Context: an optimization exercise on an open-source flow, tuned for small area and a short achievable clock period. The choices shown serve that exercise and are no tape-out recipe. RTL that was checked went through simulation tests only; none was proved equivalent to the original. Power and IR drop assume default switching activity.

v35:
Design dsconv_top, start of the top module:
module dsconv_top (
    input  wire        clk,
    input  wire        rst,
    input  wire        start,
    input  wire [47:0] input_pixels,         
    output wire [6:0]  input_pixel_addr,
    output wire [11:0] output_pixel,
    output wire [6:0]  output_pixel_addr,
    output wire [1:0]  output_filter,
    output wire        ready,
    output wire        done
);
clock: 11.0 ns
lec_check: 0
cap_margin: 20
core_margin: 2
core_utilization: 65
cts_cluster_diameter: 100
cts_cluster_size: 30
slew_margin: 20
synth_hierarchical: 1
synth_minimum_keep_size: 0
standard.sh (not shown) runs the stock make flow with config.mk's settings and CLKGATE_MAP_FILE= SYNTH_SCRIPT=/design/flow/synth_recipe.tcl, a recipe that flattens the netlist after the stock synthesis.
==> flow/flow/run.sh <==
#!/bin/bash
# The standard layout (the standard.sh: standard synthesis and the ORFS
# steps), with two changes to how it optimises, not to what it is given:
#  - repair_timing aims for 7.7 ns of setup slack at the 11 ns clock, so that
#    paths are sped up well below the clock period;
#  - the input and output port buffers are buf_2 cells, not the delay cells
#    buffer_ports would pick.
set -euo pipefail
bash standard.sh SETUP_SLACK_MARGIN=7.7 "BUFFER_PORTS_ARGS=-buffer_cell sky130_fd_sc_hd__buf_2" finish > standard.log 2>&1
--- input diff v35..v18 ---
diff --git a/flow/design.v b/flow/design.v
--- a/flow/design.v
+++ b/flow/design.v
@@ -16,45 +16,35 @@
     reg        hold;      
     reg        done_r;
     wire       take = start && !hold;
     always @(posedge clk) begin
         if (rst) begin
             icnt <= 9'd1;
             ia   <= 7'd0;
             hold <= 1'b0;
         end else begin
-            if (take) begin
-                icnt <= icnt + 9'd1;
-                ia   <= icnt[6:0];
-            end
+            if (take) icnt <= icnt + 9'd1;
+            ia <= take ? icnt[6:0] : icnt[6:0] - 7'd1;
             if (hold) begin
                 if (done_r) hold <= 1'b0;
             end else if (take && icnt == 9'd0) begin
                 hold <= 1'b1;
             end
         end
     end
     assign input_pixel_addr = ia;
     reg [47:0]          x0;
     reg [34*48-1:0]      dl;     
     reg                 v1;
-    reg [4-1:0]           v1e;
-    integer i;
     always @(posedge clk) begin
         x0  <= input_pixels;
         v1  <= take && !rst;
-        v1e <= {4{take && !rst}};
-        for (i = 0; i < 48; i = i + 1) begin
-            if (v1e[i / (48 / 4)]) dl[i] <= x0[i];
-        end
-        for (i = 48; i < 34*48; i = i + 1) begin
-            if (v1e[(i % 48) / (48 / 4)]) dl[i] <= dl[i - 48];
-        end
+        if (v1) dl <= {dl[(34-1)*48-1:0], x0};
     end
     wire dw0_0, dw0_1;
     dsconv_fa u_dw0_0 (.a(~dl[1585]), .b(~dl[1584]), .c(~dl[1536]), .s(dw0_0), .co(dw0_1));
     wire dw0_2, dw0_3;
     dsconv_ha u_dw0_2 (.a(~dl[1489]), .b(dl[769]), .s(dw0_2), .co(dw0_3));
     wire dw0_4, dw0_5;
     dsconv_fa u_dw0_4 (.a(~dl[1586]), .b(~dl[1585]), .c(~dl[1537]), .s(dw0_4), .co(dw0_5));
     wire dw0_6, dw0_7;
     dsconv_fa u_dw0_6 (.a(~dl[1490]), .b(dl[770]), .c(dl[721]), .s(dw0_6), .co(dw0_7));
@@ -1217,20 +1207,20 @@
         out_r <= t7[14:3];
         if (rst) begin
             oa      <= 9'd511;
             nx      <= 9'd0;
             fsel    <= 4'b1000;
             nfb     <= 2'b00;
             ready_r <= 1'b0;
             done_r  <= 1'b0;
         end else begin
+            oa <= v6 ? nx : nx - 9'd1;
             if (v6) begin
-                oa   <= nx;
                 nx   <= nx + 9'd1;
                 fsel <= 4'b0001 << nx[8:7];
                 nfb  <= ~nx[8:7];
             end
             ready_r <= v6 && nx[6:4] >= 3'd2 && nx[3:0] >= 4'd2;
             done_r  <= ready_r && nx == 9'd0;
         end
     end
     assign output_pixel      = out_r;
Notes after the runs:
| part of the total power dissipated in the clock network | v18 vs v35 | 0.6 points lower |
Lower internal power summed over all cells was reported by v35, not v18.
Cmp v18 vs v35: global-route wire length before repair higher in v18
Diff v35 -> v18 | sequential fraction of total cell area | decrease of 0.70 points
Sort v35 and v18 by cell count of the worst reg-to-reg path, ascending, and v18 comes first.
For v35, only the layout was checked, not whether the RTL still works.

[separate check: timing with driven ports]
The flow's constraints put no driver on any port. The routed layouts listed below were extracted and timed again, unchanged, in two steps. Step 1, drivers: a clkbuf_16 drives clk and a buf_2 each remaining input, both assumed. Step 2 also shifts input and output timing later by t, the mid clock arrival at the registers, as if the neighbouring blocks saw the same clock. a / b / c = no drivers / after step 1 / after step 2; a / b = the first two.
run | t (ns) | setup WS [ns] | slew at the worst register clock pin (ns) | worst slew at a driven data input, ns
v35 | 0.748 | 7.613 / 7.542 / 7.199 | 0.11 / 0.11 | 0.05
v18 | 0.744 | 7.675 / 7.606 / 7.407 | 0.12 / 0.12 | 0.04
After both steps setup and hold are still met in every run listed. For v35, which loses most, drivers alone change the setup slack by -0.071 ns; drivers and shift together by -0.414 ns.
